Source: an optimization exercise on an open RTL-to-GDS flow (aim: small area). Production flows keep margins and buffers that such runs may drop.
Function was not checked in any run shown here: the RTL went through the layout flow alone.

$ cat flow/design.v
`default_nettype none
package hsv2rgb_pkg;
  localparam int CHAN_BITS = 8;
  localparam int HUE_BITS  = 9;
endpackage
`default_nettype wire
`default_nettype none
module hsv_to_rgb_converter_unit (
  input  wire logic                                 clk,
  input  wire logic                                 rst,
  input  wire logic                                 in_valid,
  output logic                                      in_stall,
  input  wire logic [hsv2rgb_pkg::HUE_BITS-1:0]     hue,
  input  wire logic [hsv2rgb_pkg::CHAN_BITS-1:0]    saturation,
  input  wire logic [hsv2rgb_pkg::CHAN_BITS-1:0]    value,
  output logic                                      out_valid,
  input  wire logic                                 out_stall,
  output logic [hsv2rgb_pkg::CHAN_BITS-1:0]         red,
  output logic [hsv2rgb_pkg::CHAN_BITS-1:0]         green,
  output logic [hsv2rgb_pkg::CHAN_BITS-1:0]         blue,
  output logic [3*hsv2rgb_pkg::CHAN_BITS-1:0]       packed_color
);
  logic adv;
  assign adv      = !out_valid || !out_stall;
  assign in_stall = !adv;
  logic [8:0] hw;
  logic [2:0] sect;
  logic [8:0] base;
  logic [5:0] rem;
  logic [5:0] r;
  always_comb begin
    hw = (hue >= 9'd360) ? hue - 9'd360 : hue;
    if      (hw >= 9'd300) begin sect = 3'd5; base = 9'd300; end
    else if (hw >= 9'd240) begin sect = 3'd4; base = 9'd240; end
    else if (hw >= 9'd180) begin sect = 3'd3; base = 9'd180; end
    else if (hw >= 9'd120) begin sect = 3'd2; base = 9'd120; end
    else if (hw >= 9'd60)  begin sect = 3'd1; base = 9'd60;  end
    else                   begin sect = 3'd0; base = 9'd0;   end
    rem = 6'(hw - base);
    r   = sect[0] ? rem : 6'd60 - rem;
  end
  wire a0 = value[0] & saturation[0];
  wire a1 = value[0] & saturation[1];
  wire a2 = value[0] & saturation[2];
  wire a3 = value[0] & saturation[3];
  wire a4 = value[0] & saturation[4];
  wire a5 = value[0] & saturation[5];
  wire a6 = value[0] & saturation[6];
  wire a7 = value[0] & saturation[7];
  wire a8 = value[1] & saturation[0];
  wire a9 = value[1] & saturation[1];
  wire a10 = value[1] & saturation[2];
  wire a11 = value[1] & saturation[3];
  wire a12 = value[1] & saturation[4];
  wire a13 = value[1] & saturation[5];
  wire a14 = value[1] & saturation[6];
  wire a15 = value[1] & saturation[7];
  wire a16 = value[2] & saturation[0];
  wire a17 = value[2] & saturation[1];
  wire a18 = value[2] & saturation[2];
  wire a19 = value[2] & saturation[3];
  wire a20 = value[2] & saturation[4];
  wire a21 = value[2] & saturation[5];
  wire a22 = value[2] & saturation[6];
  wire a23 = value[2] & saturation[7];
  wire a24 = value[3] & saturation[0];
  wire a25 = value[3] & saturation[1];
  wire a26 = value[3] & saturation[2];
  wire a27 = value[3] & saturation[3];
  wire a28 = value[3] & saturation[4];
  wire a29 = value[3] & saturation[5];
  wire a30 = value[3] & saturation[6];
  wire a31 = value[3] & saturation[7];
  wire a32 = value[4] & saturation[0];
  wire a33 = value[4] & saturation[1];
  wire a34 = value[4] & saturation[2];
  wire a35 = value[4] & saturation[3];
  wire a36 = value[4] & saturation[4];
  wire a37 = value[4] & saturation[5];
  wire a38 = value[4] & saturation[6];
  wire a39 = value[4] & saturation[7];
  wire a40 = value[5] & saturation[0];
  wire a41 = value[5] & saturation[1];
  wire a42 = value[5] & saturation[2];
  wire a43 = value[5] & saturation[3];
  wire a44 = value[5] & saturation[4];
  wire a45 = value[5] & saturation[5];
  wire a46 = value[5] & saturation[6];
  wire a47 = value[5] & saturation[7];
  wire a48 = value[6] & saturation[0];
  wire a49 = value[6] & saturation[1];
  wire a50 = value[6] & saturation[2];
  wire a51 = value[6] & saturation[3];
  wire a52 = value[6] & saturation[4];
  wire a53 = value[6] & saturation[5];
  wire a54 = value[6] & saturation[6];
  wire a55 = value[6] & saturation[7];
  wire a56 = value[7] & saturation[0];
  wire a57 = value[7] & saturation[1];
  wire a58 = value[7] & saturation[2];
  wire a59 = value[7] & saturation[3];
  wire a60 = value[7] & saturation[4];
  wire a61 = value[7] & saturation[5];
  wire a62 = value[7] & saturation[6];
  wire a63 = value[7] & saturation[7];
  wire a64 = a6 ^ a13;
  wire a65 = a6 & a13;
  wire a66 = a7 ^ a14 ^ a21;
  wire a67 = (a7 & a14) | (a7 & a21) | (a14 & a21);
  wire a68 = a28 ^ a35;
  wire a69 = a28 & a35;
  wire a70 = a15 ^ a22 ^ a29;
  wire a71 = (a15 & a22) | (a15 & a29) | (a22 & a29);
  wire a72 = a36 ^ a43;
  wire a73 = a36 & a43;
  wire a74 = a23 ^ a30 ^ a37;
  wire a75 = (a23 & a30) | (a23 & a37) | (a30 & a37);
  wire a76 = a4 ^ a11;
  wire a77 = a4 & a11;
  wire a78 = a5 ^ a12 ^ a19;
  wire a79 = (a5 & a12) | (a5 & a19) | (a12 & a19);
  wire a80 = a26 ^ a33;
  wire a81 = a26 & a33;
  wire a82 = a20 ^ a27 ^ a34;
  wire a83 = (a20 & a27) | (a20 & a34) | (a27 & a34);
  wire a84 = a41 ^ a48 ^ a64;
  wire a85 = (a41 & a48) | (a41 & a64) | (a48 & a64);
  wire a86 = a42 ^ a49 ^ a56;
  wire a87 = (a42 & a49) | (a42 & a56) | (a49 & a56);
  wire a88 = a65 ^ a66 ^ a68;
  wire a89 = (a65 & a66) | (a65 & a68) | (a66 & a68);
  wire a90 = a50 ^ a57 ^ a67;
  wire a91 = (a50 & a57) | (a50 & a67) | (a57 & a67);
  wire a92 = a69 ^ a70 ^ a72;
  wire a93 = (a69 & a70) | (a69 & a72) | (a70 & a72);
  wire a94 = a44 ^ a51 ^ a58;
  wire a95 = (a44 & a51) | (a44 & a58) | (a51 & a58);
  wire a96 = a71 ^ a73 ^ a74;
  wire a97 = (a71 & a73) | (a71 & a74) | (a73 & a74);
  wire a98 = a31 ^ a38 ^ a45;
  wire a99 = (a31 & a38) | (a31 & a45) | (a38 & a45);
  wire a100 = a52 ^ a59 ^ a75;
  wire a101 = (a52 & a59) | (a52 & a75) | (a59 & a75);
  wire a102 = a39 ^ a46 ^ a53;
  wire a103 = (a39 & a46) | (a39 & a53) | (a46 & a53);
  wire a104 = a3 ^ a10;
  wire a105 = a3 & a10;
  wire a106 = a18 ^ a25 ^ a32;
  wire a107 = (a18 & a25) | (a18 & a32) | (a25 & a32);
  wire a108 = a40 ^ a77 ^ a78;
  wire a109 = (a40 & a77) | (a40 & a78) | (a77 & a78);
  wire a110 = a79 ^ a81 ^ a82;
  wire a111 = (a79 & a81) | (a79 & a82) | (a81 & a82);
  wire a112 = a83 ^ a85 ^ a86;
  wire a113 = (a83 & a85) | (a83 & a86) | (a85 & a86);
  wire a114 = a87 ^ a89 ^ a90;
  wire a115 = (a87 & a89) | (a87 & a90) | (a89 & a90);
  wire a116 = a91 ^ a93 ^ a94;
  wire a117 = (a91 & a93) | (a91 & a94) | (a93 & a94);
  wire a118 = a95 ^ a97 ^ a98;
  wire a119 = (a95 & a97) | (a95 & a98) | (a97 & a98);
  wire a120 = a60 ^ a99 ^ a101;
  wire a121 = (a60 & a99) | (a60 & a101) | (a99 & a101);
  wire a122 = a47 ^ a54 ^ a61;
  wire a123 = (a47 & a54) | (a47 & a61) | (a54 & a61);
  wire a124 = a2 ^ a9;
  wire a125 = a2 & a9;
  wire a126 = a17 ^ a24 ^ a104;
  wire a127 = (a17 & a24) | (a17 & a104) | (a24 & a104);
  wire a128 = a76 ^ a105 ^ a106;
  wire a129 = (a76 & a105) | (a76 & a106) | (a105 & a106);
  wire a130 = a80 ^ a107 ^ a108;
  wire a131 = (a80 & a107) | (a80 & a108) | (a107 & a108);
  wire a132 = a84 ^ a109 ^ a110;
  wire a133 = (a84 & a109) | (a84 & a110) | (a109 & a110);
  wire a134 = a88 ^ a111 ^ a112;
  wire a135 = (a88 & a111) | (a88 & a112) | (a111 & a112);
  wire a136 = a92 ^ a113 ^ a114;
  wire a137 = (a92 & a113) | (a92 & a114) | (a113 & a114);
  wire a138 = a96 ^ a115 ^ a116;
  wire a139 = (a96 & a115) | (a96 & a116) | (a115 & a116);
  wire a140 = a100 ^ a117 ^ a118;
  wire a141 = (a100 & a117) | (a100 & a118) | (a117 & a118);
  wire a142 = a102 ^ a119 ^ a120;
  wire a143 = (a102 & a119) | (a102 & a120) | (a119 & a120);
  wire a144 = a103 ^ a121 ^ a122;
  wire a145 = (a103 & a121) | (a103 & a122) | (a121 & a122);
  wire a146 = a55 ^ a62 ^ a123;
  wire a147 = (a55 & a62) | (a55 & a123) | (a62 & a123);
  wire a148 = a1 & a8;
  wire a149 = a16 & a124;
  wire a150 = a125 & a126;
  wire a151 = a127 & a128;
  wire a152 = a129 & a130;
  wire a153 = a131 & a132;
  wire a154 = a133 & a134;
  wire a155 = a135 & a136;
  wire a156 = a137 & a138;
  wire a157 = a139 & a140;
  wire a158 = a141 & a142;
  wire a159 = a143 & a144;
  wire a160 = a145 & a146;
  wire a161 = a63 & a147;
  wire a162 = a1 ^ a8;
  wire a163 = a16 ^ a124;
  wire a164 = a125 ^ a126;
  wire a165 = a127 ^ a128;
  wire a166 = a129 ^ a130;
  wire a167 = a131 ^ a132;
  wire a168 = a133 ^ a134;
  wire a169 = a135 ^ a136;
  wire a170 = a137 ^ a138;
  wire a171 = a139 ^ a140;
  wire a172 = a141 ^ a142;
  wire a173 = a143 ^ a144;
  wire a174 = a145 ^ a146;
  wire a175 = a63 ^ a147;
  wire a176 = a162 & a0;
  wire a177 = a164 & a149;
  wire a178 = a150 | a177;
  wire a179 = a164 & a163;
  wire a180 = a166 & a151;
  wire a181 = a152 | a180;
  wire a182 = a166 & a165;
  wire a183 = a168 & a153;
  wire a184 = a154 | a183;
  wire a185 = a168 & a167;
  wire a186 = a170 & a155;
  wire a187 = a156 | a186;
  wire a188 = a170 & a169;
  wire a189 = a172 & a157;
  wire a190 = a158 | a189;
  wire a191 = a172 & a171;
  wire a192 = a174 & a159;
  wire a193 = a160 | a192;
  wire a194 = a174 & a173;
  wire a195 = a179 & a148;
  wire a196 = a178 | a195;
  wire a197 = a179 & a176;
  wire a198 = a185 & a181;
  wire a199 = a184 | a198;
  wire a200 = a185 & a182;
  wire a201 = a191 & a187;
  wire a202 = a190 | a201;
  wire a203 = a191 & a188;
  wire a204 = a200 & a196;
  wire a205 = a199 | a204;
  wire a206 = a200 & a197;
  wire a207 = a203 & a205;
  wire a208 = a202 | a207;
  wire a209 = a203 & a206;
  wire a210 = a182 & a196;
  wire a211 = a181 | a210;
  wire a212 = a182 & a197;
  wire a213 = a188 & a205;
  wire a214 = a187 | a213;
  wire a215 = a188 & a206;
  wire a216 = a194 & a208;
  wire a217 = a193 | a216;
  wire a218 = a194 & a209;
  wire a219 = a163 & a148;
  wire a220 = a149 | a219;
  wire a221 = a163 & a176;
  wire a222 = a165 & a196;
  wire a223 = a151 | a222;
  wire a224 = a165 & a197;
  wire a225 = a167 & a211;
  wire a226 = a153 | a225;
  wire a227 = a167 & a212;
  wire a228 = a169 & a205;
  wire a229 = a155 | a228;
  wire a230 = a169 & a206;
  wire a231 = a171 & a214;
  wire a232 = a157 | a231;
  wire a233 = a171 & a215;
  wire a234 = a173 & a208;
  wire a235 = a159 | a234;
  wire a236 = a173 & a209;
  wire a237 = a175 & a217;
  wire a238 = a161 | a237;
  wire a239 = a175 & a218;
  wire a240 = a163 ^ a148;
  wire a241 = a164 ^ a220;
  wire a242 = a165 ^ a196;
  wire a243 = a166 ^ a223;
  wire a244 = a167 ^ a211;
  wire a245 = a168 ^ a226;
  wire a246 = a169 ^ a205;
  wire a247 = a170 ^ a229;
  wire a248 = a171 ^ a214;
  wire a249 = a172 ^ a232;
  wire a250 = a173 ^ a208;
  wire a251 = a174 ^ a235;
  wire a252 = a175 ^ a217;
  logic        valid_q1;
  logic [2:0]  sect_q1;
  logic [5:0]  r_q1;
  logic [7:0]  v_q1;
  logic [15:0] m_q1;
  logic        nz_q1;
  always_ff @(posedge clk) begin
    if (rst) begin
      valid_q1 <= 1'b0;
    end else if (adv) begin
      valid_q1 <= in_valid;
    end
  end
  always_ff @(posedge clk) begin
    if (adv) begin
      sect_q1 <= sect;
      r_q1    <= r;
      v_q1    <= value;
      m_q1    <= {a238, a252, a251, a250, a249, a248, a247, a246, a245, a244, a243, a242, a241, a240, a162, a0};
      nz_q1   <= (|value) & (|saturation);
    end
  end
  wire nz1 = nz_q1;
  logic [3:0] cm15;
  logic [3:0] rm15;
  logic [3:0] w15;
  logic [1:0] e10_lo;
  logic [4:0] ct;
  logic [3:0] mh15;
  logic [4:0] ck;
  logic [1:0] c1k;
  logic [4:0] rt;
  logic [7:0] wp;
  logic [4:0] wt;
  wire b0 = m_q1[8] & m_q1[0];
  wire b1 = m_q1[9] & m_q1[1];
  wire b2 = m_q1[10] & m_q1[2];
  wire b3 = m_q1[11] & m_q1[3];
  wire b4 = m_q1[12] & m_q1[4];
  wire b5 = m_q1[13] & m_q1[5];
  wire b6 = m_q1[14] & m_q1[6];
  wire b7 = m_q1[15] & m_q1[7];
  wire b8 = m_q1[8] ^ m_q1[0];
  wire b9 = m_q1[9] ^ m_q1[1];
  wire b10 = m_q1[10] ^ m_q1[2];
  wire b11 = m_q1[11] ^ m_q1[3];
  wire b12 = m_q1[12] ^ m_q1[4];
  wire b13 = m_q1[13] ^ m_q1[5];
  wire b14 = m_q1[14] ^ m_q1[6];
  wire b15 = m_q1[15] ^ m_q1[7];
  wire b16 = b9 & b0;
  wire b17 = b1 | b16;
  wire b18 = b9 & b8;
  wire b19 = b11 & b2;
  wire b20 = b3 | b19;
  wire b21 = b11 & b10;
  wire b22 = b13 & b4;
  wire b23 = b5 | b22;
  wire b24 = b13 & b12;
  wire b25 = b15 & b6;
  wire b26 = b7 | b25;
  wire b27 = b15 & b14;
  wire b28 = b10 & b17;
  wire b29 = b2 | b28;
  wire b30 = b10 & b18;
  wire b31 = b21 & b17;
  wire b32 = b20 | b31;
  wire b33 = b21 & b18;
  wire b34 = b14 & b23;
  wire b35 = b6 | b34;
  wire b36 = b14 & b24;
  wire b37 = b27 & b23;
  wire b38 = b26 | b37;
  wire b39 = b27 & b24;
  wire b40 = b12 & b32;
  wire b41 = b4 | b40;
  wire b42 = b12 & b33;
  wire b43 = b24 & b32;
  wire b44 = b23 | b43;
  wire b45 = b24 & b33;
  wire b46 = b36 & b32;
  wire b47 = b35 | b46;
  wire b48 = b36 & b33;
  wire b49 = b39 & b32;
  wire b50 = b38 | b49;
  wire b51 = b39 & b33;
  wire b52 = b9 ^ b0;
  wire b53 = b10 ^ b17;
  wire b54 = b11 ^ b29;
  wire b55 = b12 ^ b32;
  wire b56 = b13 ^ b41;
  wire b57 = b14 ^ b44;
  wire b58 = b15 ^ b47;
  wire b59 = ~b50;
  wire b60 = nz_q1 & b59;
  wire b61 = ~m_q1[8];
  wire b62 = ~m_q1[9];
  wire b63 = ~m_q1[10];
  wire b64 = ~m_q1[11];
  wire b65 = ~m_q1[12];
  wire b66 = ~m_q1[13];
  wire b67 = ~m_q1[14];
  wire b68 = ~m_q1[15];
  wire b69 = ~b60;
  wire b70 = ~b50;
  wire b71 = v_q1[1] ^ b62;
  wire b72 = v_q1[1] & b62;
  wire b73 = v_q1[2] ^ b63;
  wire b74 = v_q1[2] & b63;
  wire b75 = v_q1[3] ^ b64;
  wire b76 = v_q1[3] & b64;
  wire b77 = v_q1[4] ^ b65;
  wire b78 = v_q1[4] & b65;
  wire b79 = v_q1[5] ^ b66;
  wire b80 = v_q1[5] & b66;
  wire b81 = v_q1[6] ^ b67;
  wire b82 = v_q1[6] & b67;
  wire b83 = v_q1[7] ^ b68;
  wire b84 = v_q1[7] & b68;
  wire b85 = v_q1[0] ^ b61;
  wire b86 = v_q1[0] & b61;
  wire b87 = ~(b70 ^ b71);
  wire b88 = b70 | b71;
  wire b89 = ~(b72 ^ b73);
  wire b90 = b72 | b73;
  wire b91 = ~(b74 ^ b75);
  wire b92 = b74 | b75;
  wire b93 = ~(b76 ^ b77);
  wire b94 = b76 | b77;
  wire b95 = ~(b78 ^ b79);
  wire b96 = b78 | b79;
  wire b97 = ~(b80 ^ b81);
  wire b98 = b80 | b81;
  wire b99 = ~(b82 ^ b83);
  wire b100 = b82 | b83;
  wire b101 = b69 ^ b85;
  wire b102 = b69 & b85;
  wire b103 = b86 ^ b87 ^ b102;
  wire b104 = (b86 & b87) | (b86 & b102) | (b87 & b102);
  wire b105 = b88 ^ b89 ^ b104;
  wire b106 = (b88 & b89) | (b88 & b104) | (b89 & b104);
  wire b107 = b90 ^ b91 ^ b106;
  wire b108 = (b90 & b91) | (b90 & b106) | (b91 & b106);
  wire b109 = b92 ^ b93 ^ b108;
  wire b110 = (b92 & b93) | (b92 & b108) | (b93 & b108);
  wire b111 = b94 ^ b95 ^ b110;
  wire b112 = (b94 & b95) | (b94 & b110) | (b95 & b110);
  wire b113 = b96 ^ b97 ^ b112;
  wire b114 = (b96 & b97) | (b96 & b112) | (b97 & b112);
  wire b115 = b98 ^ b99 ^ b114;
  wire b116 = (b98 & b99) | (b98 & b114) | (b99 & b114);
  wire b117 = m_q1[8] & r_q1[0];
  wire b118 = m_q1[8] & r_q1[1];
  wire b119 = m_q1[8] & r_q1[2];
  wire b120 = m_q1[8] & r_q1[3];
  wire b121 = m_q1[8] & r_q1[4];
  wire b122 = m_q1[8] & r_q1[5];
  wire b123 = m_q1[9] & r_q1[0];
  wire b124 = m_q1[9] & r_q1[1];
  wire b125 = m_q1[9] & r_q1[2];
  wire b126 = m_q1[9] & r_q1[3];
  wire b127 = m_q1[9] & r_q1[4];
  wire b128 = m_q1[9] & r_q1[5];
  wire b129 = m_q1[10] & r_q1[0];
  wire b130 = m_q1[10] & r_q1[1];
  wire b131 = m_q1[10] & r_q1[2];
  wire b132 = m_q1[10] & r_q1[3];
  wire b133 = m_q1[10] & r_q1[4];
  wire b134 = m_q1[10] & r_q1[5];
  wire b135 = m_q1[11] & r_q1[0];
  wire b136 = m_q1[11] & r_q1[1];
  wire b137 = m_q1[11] & r_q1[2];
  wire b138 = m_q1[11] & r_q1[3];
  wire b139 = m_q1[11] & r_q1[4];
  wire b140 = m_q1[11] & r_q1[5];
  wire b141 = m_q1[12] & r_q1[0];
  wire b142 = m_q1[12] & r_q1[1];
  wire b143 = m_q1[12] & r_q1[2];
  wire b144 = m_q1[12] & r_q1[3];
  wire b145 = m_q1[12] & r_q1[4];
  wire b146 = m_q1[12] & r_q1[5];
  wire b147 = m_q1[13] & r_q1[0];
  wire b148 = m_q1[13] & r_q1[1];
  wire b149 = m_q1[13] & r_q1[2];
  wire b150 = m_q1[13] & r_q1[3];
  wire b151 = m_q1[13] & r_q1[4];
  wire b152 = m_q1[14] & r_q1[0];
  wire b153 = m_q1[14] & r_q1[1];
  wire b154 = m_q1[14] & r_q1[2];
  wire b155 = m_q1[14] & r_q1[3];
  wire b156 = m_q1[15] & r_q1[0];
  wire b157 = m_q1[15] & r_q1[1];
  wire b158 = m_q1[15] & r_q1[2];
  wire b159 = b60 & r_q1[0];
  wire b160 = b50 & r_q1[0];
  wire b161 = b60 & r_q1[1];
  wire b162 = b50 & r_q1[1];
  wire b163 = b60 & r_q1[2];
  wire b164 = b50 & r_q1[2];
  wire b165 = b60 & r_q1[3];
  wire b166 = b50 & r_q1[3];
  wire b167 = b60 & r_q1[4];
  wire b168 = b50 & r_q1[4];
  wire b169 = b60 & r_q1[5];
  wire b170 = b50 & r_q1[5];
  wire b171 = b121 ^ b126;
  wire b172 = b121 & b126;
  wire b173 = b122 ^ b127 ^ b132;
  wire b174 = (b122 & b127) | (b122 & b132) | (b127 & b132);
  wire b175 = b137 ^ b142;
  wire b176 = b137 & b142;
  wire b177 = b128 ^ b133 ^ b138;
  wire b178 = (b128 & b133) | (b128 & b138) | (b133 & b138);
  wire b179 = b143 ^ b148;
  wire b180 = b143 & b148;
  wire b181 = b134 ^ b139 ^ b144;
  wire b182 = (b134 & b139) | (b134 & b144) | (b139 & b144);
  wire b183 = b119 ^ b124;
  wire b184 = b119 & b124;
  wire b185 = b120 ^ b125 ^ b130;
  wire b186 = (b120 & b125) | (b120 & b130) | (b125 & b130);
  wire b187 = b135 ^ b164;
  wire b188 = b135 & b164;
  wire b189 = b131 ^ b136 ^ b141;
  wire b190 = (b131 & b136) | (b131 & b141) | (b136 & b141);
  wire b191 = b166 ^ b167 ^ b171;
  wire b192 = (b166 & b167) | (b166 & b171) | (b167 & b171);
  wire b193 = b147 ^ b168 ^ b169;
  wire b194 = (b147 & b168) | (b147 & b169) | (b168 & b169);
  wire b195 = b172 ^ b173 ^ b175;
  wire b196 = (b172 & b173) | (b172 & b175) | (b173 & b175);
  wire b197 = b152 ^ b170 ^ b174;
  wire b198 = (b152 & b170) | (b152 & b174) | (b170 & b174);
  wire b199 = b176 ^ b177 ^ b179;
  wire b200 = (b176 & b177) | (b176 & b179) | (b177 & b179);
  wire b201 = b149 ^ b153 ^ b156;
  wire b202 = (b149 & b153) | (b149 & b156) | (b153 & b156);
  wire b203 = b178 ^ b180 ^ b181;
  wire b204 = (b178 & b180) | (b178 & b181) | (b180 & b181);
  wire b205 = b140 ^ b145 ^ b150;
  wire b206 = (b140 & b145) | (b140 & b150) | (b145 & b150);
  wire b207 = b154 ^ b157 ^ b182;
  wire b208 = (b154 & b157) | (b154 & b182) | (b157 & b182);
  wire b209 = b146 ^ b151 ^ b155;
  wire b210 = (b146 & b151) | (b146 & b155) | (b151 & b155);
  wire b211 = b118 ^ b123;
  wire b212 = b118 & b123;
  wire b213 = b129 ^ b162 ^ b163;
  wire b214 = (b129 & b162) | (b129 & b163) | (b162 & b163);
  wire b215 = b165 ^ b184 ^ b185;
  wire b216 = (b165 & b184) | (b165 & b185) | (b184 & b185);
  wire b217 = b186 ^ b188 ^ b189;
  wire b218 = (b186 & b188) | (b186 & b189) | (b188 & b189);
  wire b219 = b190 ^ b192 ^ b193;
  wire b220 = (b190 & b192) | (b190 & b193) | (b192 & b193);
  wire b221 = b194 ^ b196 ^ b197;
  wire b222 = (b194 & b196) | (b194 & b197) | (b196 & b197);
  wire b223 = b198 ^ b200 ^ b201;
  wire b224 = (b198 & b200) | (b198 & b201) | (b200 & b201);
  wire b225 = b202 ^ b204 ^ b205;
  wire b226 = (b202 & b204) | (b202 & b205) | (b204 & b205);
  wire b227 = b158 ^ b206 ^ b208;
  wire b228 = (b158 & b206) | (b158 & b208) | (b206 & b208);
  wire b229 = b160 ^ b161;
  wire b230 = b160 & b161;
  wire b231 = b183 ^ b212 ^ b213;
  wire b232 = (b183 & b212) | (b183 & b213) | (b212 & b213);
  wire b233 = b187 ^ b214 ^ b215;
  wire b234 = (b187 & b214) | (b187 & b215) | (b214 & b215);
  wire b235 = b191 ^ b216 ^ b217;
  wire b236 = (b191 & b216) | (b191 & b217) | (b216 & b217);
  wire b237 = b195 ^ b218 ^ b219;
  wire b238 = (b195 & b218) | (b195 & b219) | (b218 & b219);
  wire b239 = b199 ^ b220 ^ b221;
  wire b240 = (b199 & b220) | (b199 & b221) | (b220 & b221);
  wire b241 = b203 ^ b222 ^ b223;
  wire b242 = (b203 & b222) | (b203 & b223) | (b222 & b223);
  wire b243 = b207 ^ b224 ^ b225;
  wire b244 = (b207 & b224) | (b207 & b225) | (b224 & b225);
  wire b245 = b209 ^ b226 ^ b227;
  wire b246 = (b209 & b226) | (b209 & b227) | (b226 & b227);
  wire b247 = b117 & b159;
  wire b248 = b211 & b229;
  wire b249 = b230 & b231;
  wire b250 = b232 & b233;
  wire b251 = b234 & b235;
  wire b252 = b236 & b237;
  wire b253 = b238 & b239;
  wire b254 = b240 & b241;
  wire b255 = b242 & b243;
  wire b256 = b244 & b245;
  wire b257 = b117 ^ b159;
  wire b258 = b211 ^ b229;
  wire b259 = b230 ^ b231;
  wire b260 = b232 ^ b233;
  wire b261 = b234 ^ b235;
  wire b262 = b236 ^ b237;
  wire b263 = b238 ^ b239;
  wire b264 = b240 ^ b241;
  wire b265 = b242 ^ b243;
  wire b266 = b244 ^ b245;
  wire b267 = b258 & b247;
  wire b268 = b248 | b267;
  wire b269 = b258 & b257;
  wire b270 = b260 & b249;
  wire b271 = b250 | b270;
  wire b272 = b260 & b259;
  wire b273 = b262 & b251;
  wire b274 = b252 | b273;
  wire b275 = b262 & b261;
  wire b276 = b264 & b253;
  wire b277 = b254 | b276;
  wire b278 = b264 & b263;
  wire b279 = b266 & b255;
  wire b280 = b256 | b279;
  wire b281 = b266 & b265;
  wire b282 = b272 & b268;
  wire b283 = b271 | b282;
  wire b284 = b272 & b269;
  wire b285 = b278 & b274;
  wire b286 = b277 | b285;
  wire b287 = b278 & b275;
  wire b288 = b287 & b283;
  wire b289 = b286 | b288;
  wire b290 = b287 & b284;
  wire b291 = b275 & b283;
  wire b292 = b274 | b291;
  wire b293 = b275 & b284;
  wire b294 = b281 & b289;
  wire b295 = b280 | b294;
  wire b296 = b281 & b290;
  wire b297 = b259 & b268;
  wire b298 = b249 | b297;
  wire b299 = b259 & b269;
  wire b300 = b261 & b283;
  wire b301 = b251 | b300;
  wire b302 = b261 & b284;
  wire b303 = b263 & b292;
  wire b304 = b253 | b303;
  wire b305 = b263 & b293;
  wire b306 = b265 & b289;
  wire b307 = b255 | b306;
  wire b308 = b265 & b290;
  wire b309 = b258 ^ b247;
  wire b310 = b259 ^ b268;
  wire b311 = b260 ^ b298;
  wire b312 = b261 ^ b283;
  wire b313 = b262 ^ b301;
  wire b314 = b263 ^ b292;
  wire b315 = b264 ^ b304;
  wire b316 = b265 ^ b289;
  wire b317 = b266 ^ b307;
  wire b318 = v_q1[4] ^ b314;
  wire b319 = v_q1[4] & b314;
  wire b320 = v_q1[5] ^ b315 ^ b311;
  wire b321 = (v_q1[5] & b315) | (v_q1[5] & b311) | (b315 & b311);
  wire b322 = v_q1[6] ^ b316 ^ b312;
  wire b323 = (v_q1[6] & b316) | (v_q1[6] & b312) | (b316 & b312);
  wire b324 = v_q1[7] ^ b317 ^ b313;
  wire b325 = (v_q1[7] & b317) | (v_q1[7] & b313) | (b317 & b313);
  wire b326 = v_q1[0] & b310;
  wire b327 = v_q1[1] & b311;
  wire b328 = v_q1[2] & b312;
  wire b329 = v_q1[3] & b313;
  wire b330 = b310 & b318;
  wire b331 = b319 & b320;
  wire b332 = b321 & b322;
  wire b333 = b323 & b324;
  wire b334 = v_q1[0] ^ b310;
  wire b335 = v_q1[1] ^ b311;
  wire b336 = v_q1[2] ^ b312;
  wire b337 = v_q1[3] ^ b313;
  wire b338 = b310 ^ b318;
  wire b339 = b319 ^ b320;
  wire b340 = b321 ^ b322;
  wire b341 = b323 ^ b324;
  wire b342 = b335 & b326;
  wire b343 = b327 | b342;
  wire b344 = b335 & b334;
  wire b345 = b337 & b328;
  wire b346 = b329 | b345;
  wire b347 = b337 & b336;
  wire b348 = b339 & b330;
  wire b349 = b331 | b348;
  wire b350 = b339 & b338;
  wire b351 = b341 & b332;
  wire b352 = b333 | b351;
  wire b353 = b341 & b340;
  wire b354 = b347 & b343;
  wire b355 = b346 | b354;
  wire b356 = b347 & b344;
  wire b357 = b353 & b349;
  wire b358 = b352 | b357;
  wire b359 = b353 & b350;
  wire b360 = b359 & b355;
  wire b361 = b358 | b360;
  wire b362 = b359 & b356;
  wire b363 = b350 & b355;
  wire b364 = b349 | b363;
  wire b365 = b350 & b356;
  wire b366 = b336 & b343;
  wire b367 = b328 | b366;
  wire b368 = b336 & b344;
  wire b369 = b338 & b355;
  wire b370 = b330 | b369;
  wire b371 = b338 & b356;
  wire b372 = b340 & b364;
  wire b373 = b332 | b372;
  wire b374 = b340 & b365;
  wire b375 = b335 ^ b326;
  wire b376 = b336 ^ b343;
  wire b377 = b337 ^ b367;
  wire b378 = b338 ^ b355;
  wire b379 = b339 ^ b370;
  wire b380 = b340 ^ b364;
  wire b381 = b341 ^ b373;
  wire b382 = ~b8;
  wire b383 = ~b52;
  wire b384 = ~b53;
  wire b385 = ~b54;
  wire b386 = ~b55;
  wire b387 = ~b56;
  wire b388 = ~b57;
  wire b389 = ~b58;
  wire b390 = b382 & r_q1[0];
  wire b391 = b382 & r_q1[1];
  wire b392 = b382 & r_q1[2];
  wire b393 = b382 & r_q1[3];
  wire b394 = b382 & r_q1[4];
  wire b395 = b382 & r_q1[5];
  wire b396 = b383 & r_q1[0];
  wire b397 = b383 & r_q1[1];
  wire b398 = b383 & r_q1[2];
  wire b399 = b383 & r_q1[3];
  wire b400 = b383 & r_q1[4];
  wire b401 = b383 & r_q1[5];
  wire b402 = b384 & r_q1[0];
  wire b403 = b384 & r_q1[1];
  wire b404 = b384 & r_q1[2];
  wire b405 = b384 & r_q1[3];
  wire b406 = b384 & r_q1[4];
  wire b407 = b384 & r_q1[5];
  wire b408 = b385 & r_q1[0];
  wire b409 = b385 & r_q1[1];
  wire b410 = b385 & r_q1[2];
  wire b411 = b385 & r_q1[3];
  wire b412 = b385 & r_q1[4];
  wire b413 = b385 & r_q1[5];
  wire b414 = b386 & r_q1[0];
  wire b415 = b386 & r_q1[1];
  wire b416 = b386 & r_q1[2];
  wire b417 = b386 & r_q1[3];
  wire b418 = b386 & r_q1[4];
  wire b419 = b386 & r_q1[5];
  wire b420 = b387 & r_q1[0];
  wire b421 = b387 & r_q1[1];
  wire b422 = b387 & r_q1[2];
  wire b423 = b387 & r_q1[3];
  wire b424 = b387 & r_q1[4];
  wire b425 = b387 & r_q1[5];
  wire b426 = b388 & r_q1[0];
  wire b427 = b388 & r_q1[1];
  wire b428 = b388 & r_q1[2];
  wire b429 = b388 & r_q1[3];
  wire b430 = b388 & r_q1[4];
  wire b431 = b388 & r_q1[5];
  wire b432 = b389 & r_q1[0];
  wire b433 = b389 & r_q1[1];
  wire b434 = b389 & r_q1[2];
  wire b435 = b389 & r_q1[3];
  wire b436 = b389 & r_q1[4];
  wire b437 = b389 & r_q1[5];
  wire b438 = ~r_q1[0];
  wire b439 = b50 & b438;
  wire b440 = ~r_q1[1];
  wire b441 = b50 & b440;
  wire b442 = ~r_q1[2];
  wire b443 = b50 & b442;
  wire b444 = ~r_q1[3];
  wire b445 = b50 & b444;
  wire b446 = ~r_q1[4];
  wire b447 = b50 & b446;
  wire b448 = ~r_q1[5];
  wire b449 = b50 & b448;
  wire b450 = b395 ^ b400;
  wire b451 = b395 & b400;
  wire b452 = b401 ^ b406 ^ b411;
  wire b453 = (b401 & b406) | (b401 & b411) | (b406 & b411);
  wire b454 = b407 ^ b412 ^ b417;
  wire b455 = (b407 & b412) | (b407 & b417) | (b412 & b417);
  wire b456 = b413 ^ b418;
  wire b457 = b413 & b418;
  wire b458 = b393 ^ b398;
  wire b459 = b393 & b398;
  wire b460 = b394 ^ b399 ^ b404;
  wire b461 = (b394 & b399) | (b394 & b404) | (b399 & b404);
  wire b462 = b409 ^ b414;
  wire b463 = b409 & b414;
  wire b464 = b405 ^ b410 ^ b415;
  wire b465 = (b405 & b410) | (b405 & b415) | (b410 & b415);
  wire b466 = b420 ^ b449 ^ b450;
  wire b467 = (b420 & b449) | (b420 & b450) | (b449 & b450);
  wire b468 = b416 ^ b421 ^ b426;
  wire b469 = (b416 & b421) | (b416 & b426) | (b421 & b426);
  wire b470 = b50 ^ b451 ^ b452;
  wire b471 = (b50 & b451) | (b50 & b452) | (b451 & b452);
  wire b472 = b422 ^ b427 ^ b432;
  wire b473 = (b422 & b427) | (b422 & b432) | (b427 & b432);
  wire b474 = b50 ^ b453 ^ b454;
  wire b475 = (b50 & b453) | (b50 & b454) | (b453 & b454);
  wire b476 = b423 ^ b428 ^ b433;
  wire b477 = (b423 & b428) | (b423 & b433) | (b428 & b433);
  wire b478 = b50 ^ b455 ^ b456;
  wire b479 = (b50 & b455) | (b50 & b456) | (b455 & b456);
  wire b480 = b419 ^ b424 ^ b429;
  wire b481 = (b419 & b424) | (b419 & b429) | (b424 & b429);
  wire b482 = b434 ^ b50 ^ b457;
  wire b483 = (b434 & b50) | (b434 & b457) | (b50 & b457);
  wire b484 = b425 ^ b430 ^ b435;
  wire b485 = (b425 & b430) | (b425 & b435) | (b430 & b435);
  wire b486 = b392 ^ b397;
  wire b487 = b392 & b397;
  wire b488 = b403 ^ b408 ^ b445;
  wire b489 = (b403 & b408) | (b403 & b445) | (b408 & b445);
  wire b490 = b447 ^ b459 ^ b460;
  wire b491 = (b447 & b459) | (b447 & b460) | (b459 & b460);
  wire b492 = b461 ^ b463 ^ b464;
  wire b493 = (b461 & b463) | (b461 & b464) | (b463 & b464);
  wire b494 = b465 ^ b467 ^ b468;
  wire b495 = (b465 & b467) | (b465 & b468) | (b467 & b468);
  wire b496 = b469 ^ b471 ^ b472;
  wire b497 = (b469 & b471) | (b469 & b472) | (b471 & b472);
  wire b498 = b473 ^ b475 ^ b476;
  wire b499 = (b473 & b475) | (b473 & b476) | (b475 & b476);
  wire b500 = b477 ^ b479 ^ b480;
  wire b501 = (b477 & b479) | (b477 & b480) | (b479 & b480);
  wire b502 = b50 ^ b481 ^ b483;
  wire b503 = (b50 & b481) | (b50 & b483) | (b481 & b483);
  wire b504 = b431 ^ b436 ^ b50;
  wire b505 = (b431 & b436) | (b431 & b50) | (b436 & b50);
  wire b506 = b390 ^ b439;
  wire b507 = b390 & b439;
  wire b508 = b391 ^ b396 ^ b441;
  wire b509 = (b391 & b396) | (b391 & b441) | (b396 & b441);
  wire b510 = b402 ^ b443 ^ b486;
  wire b511 = (b402 & b443) | (b402 & b486) | (b443 & b486);
  wire b512 = b458 ^ b487 ^ b488;
  wire b513 = (b458 & b487) | (b458 & b488) | (b487 & b488);
  wire b514 = b462 ^ b489 ^ b490;
  wire b515 = (b462 & b489) | (b462 & b490) | (b489 & b490);
  wire b516 = b466 ^ b491 ^ b492;
  wire b517 = (b466 & b491) | (b466 & b492) | (b491 & b492);
  wire b518 = b470 ^ b493 ^ b494;
  wire b519 = (b470 & b493) | (b470 & b494) | (b493 & b494);
  wire b520 = b474 ^ b495 ^ b496;
  wire b521 = (b474 & b495) | (b474 & b496) | (b495 & b496);
  wire b522 = b478 ^ b497 ^ b498;
  wire b523 = (b478 & b497) | (b478 & b498) | (b497 & b498);
  wire b524 = b482 ^ b499 ^ b500;
  wire b525 = (b482 & b499) | (b482 & b500) | (b499 & b500);
  wire b526 = b484 ^ b501 ^ b502;
  wire b527 = (b484 & b501) | (b484 & b502) | (b501 & b502);
  wire b528 = b485 ^ b503 ^ b504;
  wire b529 = (b485 & b503) | (b485 & b504) | (b503 & b504);
  wire b530 = b437 ^ b50 ^ b505;
  wire b531 = (b437 & b50) | (b437 & b505) | (b50 & b505);
  wire b532 = b50 & b506;
  wire b533 = b507 & b508;
  wire b534 = b509 & b510;
  wire b535 = b511 & b512;
  wire b536 = b513 & b514;
  wire b537 = b515 & b516;
  wire b538 = b517 & b518;
  wire b539 = b519 & b520;
  wire b540 = b521 & b522;
  wire b541 = b523 & b524;
  wire b542 = b525 & b526;
  wire b543 = b527 & b528;
  wire b544 = b529 & b530;
  wire b545 = b50 & b531;
  wire b546 = b50 ^ b506;
  wire b547 = b507 ^ b508;
  wire b548 = b509 ^ b510;
  wire b549 = b511 ^ b512;
  wire b550 = b513 ^ b514;
  wire b551 = b515 ^ b516;
  wire b552 = b517 ^ b518;
  wire b553 = b519 ^ b520;
  wire b554 = b521 ^ b522;
  wire b555 = b523 ^ b524;
  wire b556 = b525 ^ b526;
  wire b557 = b527 ^ b528;
  wire b558 = b529 ^ b530;
  wire b559 = b50 ^ b531;
  wire b560 = b547 & b532;
  wire b561 = b533 | b560;
  wire b562 = b547 & b546;
  wire b563 = b549 & b534;
  wire b564 = b535 | b563;
  wire b565 = b549 & b548;
  wire b566 = b551 & b536;
  wire b567 = b537 | b566;
  wire b568 = b551 & b550;
  wire b569 = b553 & b538;
  wire b570 = b539 | b569;
  wire b571 = b553 & b552;
  wire b572 = b555 & b540;
  wire b573 = b541 | b572;
  wire b574 = b555 & b554;
  wire b575 = b557 & b542;
  wire b576 = b543 | b575;
  wire b577 = b557 & b556;
  wire b578 = b559 & b544;
  wire b579 = b545 | b578;
  wire b580 = b559 & b558;
  wire b581 = b548 & b561;
  wire b582 = b534 | b581;
  wire b583 = b548 & b562;
  wire b584 = b565 & b561;
  wire b585 = b564 | b584;
  wire b586 = b565 & b562;
  wire b587 = b552 & b567;
  wire b588 = b538 | b587;
  wire b589 = b552 & b568;
  wire b590 = b571 & b567;
  wire b591 = b570 | b590;
  wire b592 = b571 & b568;
  wire b593 = b556 & b573;
  wire b594 = b542 | b593;
  wire b595 = b556 & b574;
  wire b596 = b577 & b573;
  wire b597 = b576 | b596;
  wire b598 = b577 & b574;
  wire b599 = b550 & b585;
  wire b600 = b536 | b599;
  wire b601 = b550 & b586;
  wire b602 = b568 & b585;
  wire b603 = b567 | b602;
  wire b604 = b568 & b586;
  wire b605 = b589 & b585;
  wire b606 = b588 | b605;
  wire b607 = b589 & b586;
  wire b608 = b592 & b585;
  wire b609 = b591 | b608;
  wire b610 = b592 & b586;
  wire b611 = b558 & b597;
  wire b612 = b544 | b611;
  wire b613 = b558 & b598;
  wire b614 = b580 & b597;
  wire b615 = b579 | b614;
  wire b616 = b580 & b598;
  wire b617 = b554 & b609;
  wire b618 = b540 | b617;
  wire b619 = b554 & b610;
  wire b620 = b574 & b609;
  wire b621 = b573 | b620;
  wire b622 = b574 & b610;
  wire b623 = b595 & b609;
  wire b624 = b594 | b623;
  wire b625 = b595 & b610;
  wire b626 = b598 & b609;
  wire b627 = b597 | b626;
  wire b628 = b598 & b610;
  wire b629 = b613 & b609;
  wire b630 = b612 | b629;
  wire b631 = b613 & b610;
  wire b632 = b616 & b609;
  wire b633 = b615 | b632;
  wire b634 = b616 & b610;
  wire b635 = b547 ^ b532;
  wire b636 = b548 ^ b561;
  wire b637 = b549 ^ b582;
  wire b638 = b550 ^ b585;
  wire b639 = b551 ^ b600;
  wire b640 = b552 ^ b603;
  wire b641 = b553 ^ b606;
  wire b642 = b554 ^ b609;
  wire b643 = b555 ^ b618;
  wire b644 = b556 ^ b621;
  wire b645 = b557 ^ b624;
  wire b646 = b558 ^ b627;
  wire b647 = b559 ^ b630;
  wire b648 = b546 & b642;
  wire b649 = b635 & b643;
  wire b650 = b636 & b644;
  wire b651 = b637 & b645;
  wire b652 = b638 & b646;
  wire b653 = b639 & b647;
  wire b654 = b546 ^ b642;
  wire b655 = b635 ^ b643;
  wire b656 = b636 ^ b644;
  wire b657 = b637 ^ b645;
  wire b658 = b638 ^ b646;
  wire b659 = b639 ^ b647;
  wire b660 = b648 | b654;
  wire b661 = b655 & b660;
  wire b662 = b649 | b661;
  wire b663 = b655 & b654;
  wire b664 = b657 & b650;
  wire b665 = b651 | b664;
  wire b666 = b657 & b656;
  wire b667 = b659 & b652;
  wire b668 = b653 | b667;
  wire b669 = b659 & b658;
  wire b670 = b641 & b640;
  wire b671 = b656 & b662;
  wire b672 = b650 | b671;
  wire b673 = b656 & b663;
  wire b674 = b666 & b662;
  wire b675 = b665 | b674;
  wire b676 = b666 & b663;
  wire b677 = b640 & b668;
  wire b678 = b640 & b669;
  wire b679 = b670 & b668;
  wire b680 = b670 & b669;
  wire b681 = b658 & b675;
  wire b682 = b652 | b681;
  wire b683 = b658 & b676;
  wire b684 = b669 & b675;
  wire b685 = b668 | b684;
  wire b686 = b669 & b676;
  wire b687 = b678 & b675;
  wire b688 = b677 | b687;
  wire b689 = b678 & b676;
  wire b690 = b680 & b675;
  wire b691 = b679 | b690;
  wire b692 = b680 & b676;
  wire b693 = ~b654;
  wire b694 = b655 ^ b660;
  wire b695 = b656 ^ b662;
  wire b696 = b657 ^ b672;
  wire b697 = b658 ^ b675;
  wire b698 = b659 ^ b682;
  wire b699 = b640 ^ b685;
  wire b700 = b641 ^ b688;
  wire b701 = b642 & b691;
  wire b702 = b642 ^ b691;
  wire b703 = b643 & b701;
  wire b704 = b643 & b702;
  wire b705 = b645 & b644;
  wire b706 = b647 & b646;
  wire b707 = b644 & b703;
  wire b708 = b644 & b704;
  wire b709 = b705 & b703;
  wire b710 = b705 & b704;
  wire b711 = b646 & b709;
  wire b712 = b646 & b710;
  wire b713 = b706 & b709;
  wire b714 = b706 & b710;
  wire b715 = b643 ^ b701;
  wire b716 = b644 ^ b703;
  wire b717 = b645 ^ b707;
  wire b718 = b646 ^ b709;
  wire b719 = b647 ^ b711;
  assign c1k    = {b50, b60};
  assign e10_lo = {b309, b257};
  assign ct     = 5'(m_q1[15:12]) + 5'(m_q1[11:8]);
  assign mh15   = (ct >= 5'd15) ? 4'(ct - 5'd15) : ct[3:0];
  assign ck     = 5'(mh15) + 5'(c1k);
  assign cm15   = (ck >= 5'd15) ? 4'(ck - 5'd15) : ck[3:0];
  assign rt     = 5'(r_q1[5:4]) + 5'(r_q1[3:0]);
  assign rm15   = (rt >= 5'd15) ? 4'(rt - 5'd15) : rt[3:0];
  assign wp     = 8'(cm15) * 8'(rm15);
  assign wt     = 5'(wp[7:4]) + 5'(wp[3:0]);
  assign w15    = (wt >= 5'd15) ? 4'(wt - 5'd15) : wt[3:0];
  logic [2:0] sect_q2;
  logic [7:0] v_q2;
  logic [7:0] p_q2;
  logic [7:0] a_q2;
  logic [3:0] w15_q2;
  logic [1:0] w4_q2;
  logic [5:0] g_q2;
  always_ff @(posedge clk) begin
    if (rst) begin
      out_valid <= 1'b0;
    end else if (adv) begin
      out_valid <= valid_q1;
    end
  end
  always_ff @(posedge clk) begin
    if (adv) begin
      sect_q2 <= sect_q1;
      v_q2    <= v_q1;
      p_q2    <= {b115, b113, b111, b109, b107, b105, b103, b101};
      a_q2    <= {b381, b380, b379, b378, b377, b376, b375, b334};
      w15_q2  <= w15;
      w4_q2   <= e10_lo;
      g_q2    <= {b719, b718, b717, b716, b715, b702};
    end
  end
  logic [7:0] x;
  logic [5:0] w;
  logic [1:0] wk;
  assign wk = 2'(w15_q2[1:0] - w4_q2);
  assign w  = 6'(w15_q2) + 6'({wk, 4'b0000}) - 6'(wk);
  wire o0 = ~g_q2[0];
  wire o1 = ~g_q2[1];
  wire o2 = ~g_q2[2];
  wire o3 = ~g_q2[3];
  wire o4 = ~g_q2[4];
  wire o5 = ~g_q2[5];
  wire o6 = w[0] & o0;
  wire o7 = w[1] & o1;
  wire o8 = w[2] & o2;
  wire o9 = w[3] & o3;
  wire o10 = w[4] & o4;
  wire o11 = w[5] & o5;
  wire o12 = w[0] ^ o0;
  wire o13 = w[1] ^ o1;
  wire o14 = w[2] ^ o2;
  wire o15 = w[3] ^ o3;
  wire o16 = w[4] ^ o4;
  wire o17 = w[5] ^ o5;
  wire o18 = o13 & o6;
  wire o19 = o7 | o18;
  wire o20 = o13 & o12;
  wire o21 = o15 & o8;
  wire o22 = o9 | o21;
  wire o23 = o15 & o14;
  wire o24 = o17 & o10;
  wire o25 = o11 | o24;
  wire o26 = o17 & o16;
  wire o27 = o23 & o19;
  wire o28 = o22 | o27;
  wire o29 = o23 & o20;
  wire o30 = o26 & o28;
  wire o31 = o25 | o30;
  wire o32 = o26 & o29;
  wire o33 = o14 & o19;
  wire o34 = o8 | o33;
  wire o35 = o14 & o20;
  wire o36 = o16 & o28;
  wire o37 = o10 | o36;
  wire o38 = o16 & o29;
  wire o39 = o13 ^ o6;
  wire o40 = o14 ^ o19;
  wire o41 = o15 ^ o34;
  wire o42 = o16 ^ o28;
  wire o43 = o17 ^ o37;
  wire o44 = ~w[2];
  wire o45 = ~w[3];
  wire o46 = ~w[4];
  wire o47 = ~w[5];
  wire o48 = ~w[2];
  wire o49 = ~w[3];
  wire o50 = ~w[4];
  wire o51 = ~w[5];
  wire o52 = ~o31;
  wire o53 = a_q2[0] & o44;
  wire o54 = a_q2[1] & o45;
  wire o55 = a_q2[2] & o46;
  wire o56 = a_q2[3] & o47;
  wire o57 = a_q2[4] & o48;
  wire o58 = a_q2[5] & o49;
  wire o59 = a_q2[6] & o50;
  wire o60 = a_q2[7] & o51;
  wire o61 = a_q2[0] ^ o44;
  wire o62 = a_q2[1] ^ o45;
  wire o63 = a_q2[2] ^ o46;
  wire o64 = a_q2[3] ^ o47;
  wire o65 = a_q2[4] ^ o48;
  wire o66 = a_q2[5] ^ o49;
  wire o67 = a_q2[6] ^ o50;
  wire o68 = a_q2[7] ^ o51;
  wire o69 = o61 & o52;
  wire o70 = o53 | o69;
  wire o71 = o62 & o70;
  wire o72 = o54 | o71;
  wire o73 = o62 & o61;
  wire o74 = o64 & o55;
  wire o75 = o56 | o74;
  wire o76 = o64 & o63;
  wire o77 = o66 & o57;
  wire o78 = o58 | o77;
  wire o79 = o66 & o65;
  wire o80 = o68 & o59;
  wire o81 = o60 | o80;
  wire o82 = o68 & o67;
  wire o83 = o76 & o72;
  wire o84 = o75 | o83;
  wire o85 = o76 & o73;
  wire o86 = o82 & o78;
  wire o87 = o81 | o86;
  wire o88 = o82 & o79;
  wire o89 = o88 & o84;
  wire o90 = o87 | o89;
  wire o91 = o88 & o85;
  wire o92 = o79 & o84;
  wire o93 = o78 | o92;
  wire o94 = o79 & o85;
  wire o95 = o63 & o72;
  wire o96 = o55 | o95;
  wire o97 = o63 & o73;
  wire o98 = o65 & o84;
  wire o99 = o57 | o98;
  wire o100 = o65 & o85;
  wire o101 = o67 & o93;
  wire o102 = o59 | o101;
  wire o103 = o67 & o94;
  wire o104 = o61 ^ o52;
  wire o105 = o62 ^ o70;
  wire o106 = o63 ^ o72;
  wire o107 = o64 ^ o96;
  wire o108 = o65 ^ o84;
  wire o109 = o66 ^ o99;
  wire o110 = o67 ^ o93;
  wire o111 = o68 ^ o102;
  assign x = {o111, o110, o109, o108, o107, o106, o105, o104};
  always_comb begin
    case (sect_q2)
      3'd0:    begin red = v_q2; green = x;    blue = p_q2; end
      3'd1:    begin red = x;    green = v_q2; blue = p_q2; end
      3'd2:    begin red = p_q2; green = v_q2; blue = x;    end
      3'd3:    begin red = p_q2; green = x;    blue = v_q2; end
      3'd4:    begin red = x;    green = p_q2; blue = v_q2; end
      default: begin red = v_q2; green = p_q2; blue = x;    end
    endcase
  end
  assign packed_color = {red, green, blue};
endmodule
`default_nettype wire
$ cat flow/standard.sh
#!/bin/bash
# synth_recipe.tcl (not shown) runs the flow's synth.tcl, then flattens the netlist and writes it again
# the make line also repeats each setting of config.mk as NAME=value (left out here)
make -C /OpenROAD-flow-scripts/flow DESIGN_CONFIG=/design/flow/config.mk WORK_HOME=/design/flow/orfs CLKGATE_MAP_FILE= SYNTH_SCRIPT=/design/flow/synth_recipe.tcl "${@:-finish}"
$ cat flow/flow/area.abc
strash
dch -f
amap
topo
$ cat flow/constraint.sdc
create_clock -name core_clock -period 7.5 [get_ports {clk}]
set_input_delay 1.5000 -clock core_clock [delete_from_list [all_inputs] [get_ports {clk}]]
set_output_delay 1.5000 -clock core_clock [all_outputs]
set_load 0.01 [all_outputs]
$ cat flow/config.mk
export PLATFORM = sky130hd
export DESIGN_NAME = hsv_to_rgb_converter_unit
export DESIGN_NICKNAME = hsv_to_rgb_converter_unit
export VERILOG_FILES = /design/flow/design.v
export SDC_FILE = /design/flow/constraint.sdc
export NUM_CORES = 4
export LEC_CHECK = 0
export ABC_AREA = 1
export CAP_MARGIN = 20
export CORE_MARGIN = 2
export CORE_UTILIZATION = 65
export SLEW_MARGIN = 20
$ cat flow/flow/run.sh
#!/bin/bash
# Layout flow: the standard flow with two changes to synthesis and one
# to placement.
#  - Synthesis: Yosys's synth runs without its quick ABC pass (-noabc), so
#    the full adders written in the RTL reach extract_fa without inverted
#    polarities, and the final ABC mapping uses flow/area.abc (area-oriented
#    mapping). Registers, their names and cell types are unchanged.
#  - Ports are buffered with sky130_fd_sc_hd__buf_1.
# Each tool's output goes to the ORFS logs under orfs/logs; make's output to
# standard.log.
set -euo pipefail
WORK=$PWD
FLOW=$WORK/flow
{
  echo 'proc synth {args} { yosys synth -nofsm -noshare -noabc {*}$args }'
  echo 'proc abc {args} {'
  echo '  set i [lsearch $args -script]'
  echo "  if { \$i >= 0 } { set args [lreplace \$args \$i [expr {\$i + 1}] -script $FLOW/area.abc] }"
  echo '  yosys abc {*}$args'
  echo '}'
  tail -n +2 synth_recipe.tcl
} > my_synth.tcl
bash standard.sh SYNTH_SCRIPT=$WORK/my_synth.tcl \
  "BUFFER_PORTS_ARGS=-buffer_cell sky130_fd_sc_hd__buf_1" finish > standard.log 2>&1
==> results by group, run 1 <==
Run status
  • Status: finished clean

Floorplan
  • Num rows: 45
  • Die width: about 130 microns
  • IO Count: 79
  • Die height: 129 microns
  • Starting Density: 66.8%
  • Core area: ~15000 sq um
  • Die area: about 17000 sq um

Worst setup path
  • Reg-to-Reg Start: m_q1[8]
  • CP Class: flip-flop to flip-flop
  • Worst Path Required: 7600 ps
  • Startpoint types: flip-flop
  • Buf/Inv on CP: 3
  • CP max stage delay: 540 ps
  • Crit-path leading delay family: adder cells
  • WP data arrival: about 7300 ps
  • Reg2Reg Depth: 32
  • Critical Path Start: m_q1[8]
  • Crit. path cell count: 32
  • Slowest CP cell: fa_1
  • Worst setup EP type: flip-flop
  • Max FO, Critical Path: 12

Drt
  • DRT iter0 DRCs: between 500 and 600
  • DR pass1 iterations: 5
  • Via count: 7955
  • WL final: 22900 microns
  • WL per Instance: between 15 and 20 microns
  • Routed Antenna Nets: 0
  • Drt via density: 5.66
  • DRC: 0

Yosys
  • Post-synthesis cell type count: 39
  • Flops & latches, synth: 75
  • Post-synthesis mux area share: 0%
  • Yosys warning total: 1
  • Cell count after synthesis: ~1100
  • Simple-gate portion of the synthesized area: 14.2%
  • XOR/XNOR share of the synthesized area: less than 1%
  • Synth Cell Area: 10200 sq um
  • Sequential element share of the synthesized area: 21.8%
  • Largest family of logic cells by synthesized area: adder cells
  • Share of the synthesized area in the top cell type: 28.2%
  • Async set-or-reset flop fraction in the synthesized netlist: 0%
  • Cell accounting for the most synthesized area: fa_1
  • Mean area per synthesized cell: 9.36 sq um
  • Count leader, synth: nor2_1
  • Most used flip-flop cell after synthesis: edfxtp_1
  • Synth top area cells: fa_1, edfxtp_1, ha_1
  • Post-synth EDFFs: 73
  • Compound-Gate Fraction of Synth Area: 12.4%
  • Mapped Nets: approximately 1400
  • Synth Area in Adders: 44.7%
  • Post-synth top cells: nor2_1, fa_1, ha_1, clkinv_1, a21oi_1

Placed design
  • Pre-CTS WS: -229 ps
  • RePlAce Congestion: roughly 0.88
  • PortBufs: 78
  • Hpwl dp: approximately 18000 microns
  • Placed Instances: 1375

STA
  • Relative slew slack: 37.0%
  • Final critical-path required period: 7180 ps
  • Fin crit share: 95.8%
  • Fin. Hold Viols: 0
  • Tightest Pin Transition: 945 ps
  • # setup viols final: 0
  • Fmax: 139 MHz
  • Worst Clk Skew: 8.80 ps
  • Final WS setup: 317 ps
  • Final Max Tran Viols: 0

Global routing
  • First-pass GRT wire length: 37300 microns
  • Largest net degree at the start of global routing: 76
  • GRT Total Usage: 28.6%
  • Grt total ovfl: 0
  • Vias in the first global route: 7838
  • Initial antenna violation count: 0

Clocking
  • CTS tree: yes
  • Htree depth: 3
  • Max Root-Sink Buffers: 2
  • Cts hold-fix bufs: 0
  • Clock Latency Late Sink: 350 ps
  • Num CTS Buffers: 9
  • Reg clk slew, reported paths: roughly 60 ps
  • CTS Sinks: 75
  • Root buffer cell: clkbuf_16

Min path
  • Worst min-delay path startpoint: sect_q1[0]
  • Worst min path class: flip-flop to flip-flop
  • Depth of the worst hold-timing path: 0

Final layout
  • Layout area overhead: 11.9%
  • Final Instance Count excl. Fillers: approximately 1400
  • Nets: 1498
  • Share of layout cells above drive strength 1: between 8 and 9%
  • ANT cells: 0

Flow run
  • Max cap viols: 0
==> registers in the layout, summed over array words and instances, names as in the netlist, 3 cells and up <==
name     cells
m_q1        16
a_q2         8
p_q2         8
v_q1         8
v_q2         8
g_q2         6
r_q1         6
w15_q2       4
sect_q1      3
sect_q2      3
==> path summary, 6_finish.rpt <==
path                     end  slack, ps
setup reg to reg     g_q2[5]        320
setup / recovery     g_q2[5]        320
hold / removal    sect_q2[0]        460
hold reg to reg   sect_q2[0]        460
==> metrics by stage <==
| step | instance area, sq um | TNS (ps) | util (%) | hold slack (ps) |
|---|---|---|---|---|
| after global routing | 11500 | -327 | 74.8 | 466 |
| after detailed placement | 10800 | -661 | 70.3 | 454 |
| after global placement | 10800 | 0 | 70.3 | 451 |
| after CTS | 11100 | 0 | 72.5 | 462 |
| after floorplan | 10200 | 0 | - | 400 |
| final | 11500 | 0 | 74.8 | 461 |
==> layer usage <==
layer | GRT usage [%] | wire length [microns]
met5 | 0 | 0
met4 | 9.99 | 514
met3 | 4.71 | 1290
met2 | 49.1 | 11300
met1 | 37.0 | 9820
==> repair_timing <==
item / CTS / global route
gates cloned: 0 / 0
buffers inserted: 0 / 15
endpoints found under the setup margin: 10 / 17
gates resized for setup: 10 / 63
pin swaps: 0 / 23
==> cells in the final DEF (no fill, tap or decap), types with 9 or more instances in the layout <==
| cell type | n |
|---|---|
| a21oi_1 | 76 |
| a21oi_2 | 16 |
| buf_1 | 77 |
| buf_4 | 33 |
| clkbuf_16 | 9 |
| clkinv_1 | 118 |
| edfxtp_1 | 73 |
| fa_1 | 139 |
| ha_1 | 128 |
| nand2_1 | 40 |
| nand3_1 | 13 |
| nor2_1 | 284 |
| o21ai_0 | 46 |
| o22a_1 | 25 |
==> logic make-up (layout without fill, tap and decap cells) <==
logic type,count (synthesis),in the layout
AND/OR/NAND/NOR,368,368
flip-flops,75,75
XOR/XNOR,5,5
AO/OA/AOI/OAI,213,213
adder cells (fa/ha/maj),279,279
buffers and inverters,153,255
==> area by class of cell <==
cell class | count | area [sq um]
clock inverters | 6 | 97.6
well taps | 211 | 264
clock buffers | 10 | 229
inverters | 128 | 488
repair buffers | 111 | 542
fillers | 1158 | 3860
flip-flops and latches | 75 | 2230
multi-input cells | 865 | 7600
==> run 2, diff against run 1 <==
--- a/flow/flow/run.sh
+++ b/flow/flow/run.sh
@@ -6,5 +6,6 @@
 #    polarities, and the final ABC mapping uses flow/area.abc (area-oriented
 #    mapping). Registers, their names and cell types are unchanged.
-#  - Ports are buffered with sky130_fd_sc_hd__buf_1.
+#  - Ports are buffered with sky130_fd_sc_hd__buf_1, and the buffers that
+#    synthesis puts between outputs sharing a net are buf_1 too.
 # Each tool's output goes to the ORFS logs under orfs/logs; make's output to
 # standard.log.
@@ -22,3 +23,4 @@
 } > my_synth.tcl
 bash standard.sh SYNTH_SCRIPT=$WORK/my_synth.tcl \
-  "BUFFER_PORTS_ARGS=-buffer_cell sky130_fd_sc_hd__buf_1" finish > standard.log 2>&1
+  "BUFFER_PORTS_ARGS=-buffer_cell sky130_fd_sc_hd__buf_1" \
+  "MIN_BUF_CELL_AND_PORTS=sky130_fd_sc_hd__buf_1 A X" finish > standard.log 2>&1
--- a/flow/config.mk
+++ b/flow/config.mk
@@ -9,4 +9,5 @@
 export CAP_MARGIN = 20
 export CORE_MARGIN = 2
-export CORE_UTILIZATION = 65
+export CORE_UTILIZATION = 75
+export CTS_BUF_LIST = sky130_fd_sc_hd__clkbuf_2 sky130_fd_sc_hd__clkbuf_4 sky130_fd_sc_hd__clkbuf_8
 export SLEW_MARGIN = 20
==> results by group, run 2 <==
Min path
  • Worst min path class: flip-flop to flip-flop

Flow run
  • Max cap viols: 0

Final layout
  • Max reg flops: 16
  • Fillers: 787
  • Nets: ~1500
  • Share of layout cells above drive strength 1: 7.25%
  • Largest Register: m_q1
  • Layout area overhead: 9.92%
  • Commonest non-fill, non-tap cell in the layout: nor2_1
  • ANT cells: 0
  • Final Instance Count excl. Fillers: 1362
  • Most frequent cells in the layout: nor2_1, fa_1, ha_1

Drt
  • WL final: approximately 23000 microns
  • DR pass1 iterations: 5
  • Via count: roughly 8000
  • Routed Antenna Nets: 0
  • DRT iter0 DRCs: ~630
  • DRC: 0
  • WL per Instance: around 17 microns
  • Drt via density: roughly 6

Floorplan
  • Die area: around 14000 sq um
  • Die width: roughly 120 microns
  • IO Count: 79
  • Core area: about 13000 sq um
  • Die height: 120 microns
  • Num rows: 42
  • Starting Density: 76.6%

Yosys
  • Async set-or-reset flop fraction in the synthesized netlist: 0%
  • Yosys warning total: 1
  • Compound-Gate Fraction of Synth Area: between 10% and 20%
  • Post-synth top cells: nor2_1, fa_1, ha_1, clkinv_1, a21oi_1
  • Sequential element share of the synthesized area: 22.0%
  • Synth top area cells: fa_1, edfxtp_1, ha_1
  • Flops & latches, synth: 75
  • Cell accounting for the most synthesized area: fa_1
  • Synth Cell Area: 10100 sq um
  • Count leader, synth: nor2_1
  • Post-synthesis cell type count: 38
  • Largest family of logic cells by synthesized area: adder cells
  • Post-synth EDFFs: 73
  • Cell count after synthesis: 1093
  • Mapped Nets: 1401
  • Simple-gate portion of the synthesized area: roughly 14%
  • XOR/XNOR share of the synthesized area: less than 1%
  • Mean area per synthesized cell: a little over 9 sq um
  • Share of the synthesized area in the top cell type: 28.4%
  • Synth Area in Adders: 45.1%
  • Most used flip-flop cell after synthesis: edfxtp_1
  • Post-synthesis mux area share: 0%

Worst setup path
  • Max FO, Critical Path: 4
  • Crit-path leading delay family: adder cells
  • Slowest CP cell: fa_2
  • Worst Path Required: 7630 ps
  • WP data arrival: 7450 ps
  • Most frequent CP cell: ha_1
  • Worst setup EP type: flip-flop
  • Buf/Inv on CP: 1
  • Startpoint types: flip-flop
  • CP max stage delay: about 600 ps
  • CP Class: flip-flop to flip-flop

Global routing
  • Busiest grt layer: met2
  • Largest net degree at the start of global routing: 76
  • GR Util met1: around two fifths
  • Grt total ovfl: 0
  • First-pass GRT wire length: 36700 microns
  • Initial antenna violation count: 0
  • Global routing usage on met2: 55.0%
  • Met3 usage: 6.75%
  • GRT Total Usage: 32.4%
  • Vias in the first global route: 7955

Clocking
  • Htree depth: 3
  • Cts hold-fix bufs: 0
  • Max Root-Sink Buffers: 2
  • Root buffer cell: clkbuf_8
  • Num CTS Buffers: 9
  • Reg clk slew, reported paths: 80 ps
  • Clock Latency Late Sink: 380 ps
  • CTS Sinks: 75
  • CTS tree: yes

STA
  • Fin crit share: 97.6%
  • Final critical-path required period: 7320 ps
  • Worst Clk Skew: ~11 ps
  • Final Max Tran Viols: 0
  • Tightest Pin Transition: 964 ps
  • RSZ-0062 raised after global routing: yes
  • Relative slew slack: between 30 and 40%
  • Fin. Hold Viols: 0
  • # setup viols final: 0
  • Fmax: 137 MHz

Run status
  • Status: finished clean

Placed design
  • Hpwl dp: 18200 microns
  • RePlAce Congestion: 0.879
  • Placed Instances: 1337
  • PortBufs: 78
==> run 2: cell types whose count changed in the layout (fill, tap and decap cells not counted), moves of 2 or more <==
| cell | previous run | this run |
|---|---|---|
| ha_1 | 128 | 130 |
| clkbuf_16 | 9 | 0 |
| inv_2 | 7 | 3 |
| buf_4 | 33 | 24 |
| ha_2 | 4 | 2 |
| clkbuf_8 | 0 | 9 |
| clkinvlp_4 | 0 | 2 |
| clkinv_1 | 118 | 123 |
==> run 2: worst paths after layout <==
path                    from    endpoint  slack, ps  cells past startpoint
setup / recovery     m_q1[8]     g_q2[5]        180                     29
hold / removal    sect_q1[0]  sect_q2[0]        430                      0
setup reg to reg     m_q1[8]     g_q2[5]        180                     29
hold reg to reg   sect_q1[0]  sect_q2[0]        430                      0
==> run 2: logic make-up after synthesis <==
logic type      after synthesis
compound gates              213
flops                        75
fa+ha+maj                   279
simple gates                368
buf+inv                     153
xor+xnor                      5
==> run 2: worst register-to-register path, delay by kind of cell, from the launching register on <==
family                     cells  cell delay, ps
DFF                            1             430
AOI/OAI and AO/OA              8            1130
and+or+nand+nor                8            1140
adders and majority gates     12            4260
buffers and inverters          1             120
==> run 2: stage by stage <==
| stage | hold slack [ps] | util (%) | setup WS (ps) | TNS (ps) | cell area, sq um |
|---|---|---|---|---|---|
| 5_1_grt | 439 | 84.2 | -90.6 | -304 | 11100 |
| 2_1_floorplan | 400 | - | 0.163 | 0 | 10200 |
| 3_3_place_gp | 405 | 80.8 | 118 | 0 | 10700 |
| 4_1_cts | 431 | 82.5 | 5.48 | 0 | 10900 |
| 6_report | 428 | 84.2 | 177 | 0 | 11100 |
| 3_5_place_dp | 416 | 80.8 | -194 | -584 | 10700 |
==> run 2: what timing repair did <==
item,in CTS,in global routing
gates resized for setup,14,40
endpoints found under the setup margin,12,16
setup buffers,1,8
endpoints found under the hold margin,0,0
pin swaps,1,12
==> run 2: final cells by class <==
type	instances	area, sq um	share of cell area, %
well taps	176	220	1.98
multi-input cells	865	7540	67.6
repair buffers	102	473	4.24
clock inverters	6	66.3	0.595
clock buffers	10	131	1.18
inverters	128	488	4.38
flip-flops and latches	75	2230	20.0
==> run 2: routing by layer <==
layer | wire length, microns | up-vias | share of wire, %
li1 | - | 3854 | -
met1 | 9130 | 3875 | 39
met2 | 11400 | 355 | 49
met3 | 1630 | 81 | 7.0
met4 | 976 | 0 | 4.2
met5 | 0 | - | 0

## re-timing with driven ports
In the flow no input, the clock included, has a driving cell. The finished layouts below were timed again as built, in two steps.
Step 1 assumes that a clkbuf_16 drives the clock port and a buf_2 every other input.
Step 2 moves the port delays by t, midway between the first and last clock arrival at a register: inputs arrive t later, outputs are due t later. That takes back most of the time a late clock gives input paths.
Slacks: ideal / step 1 / step 2; pairs: ideal / step 1.
| run | shift t [ns] | slack for setup (ns) | hold WS [ns] | worst setup path at the end |
|---|---|---|---|---|
| run 1 | 0.391 | 0.317 / 0.290 / 0.317 | 0.461 / 0.461 / 0.461 | register to register |
| run 2 | 0.415 | 0.177 / 0.177 / 0.177 | 0.428 / 0.428 / 0.428 | register to register |
After both steps every run listed still meets setup and hold.
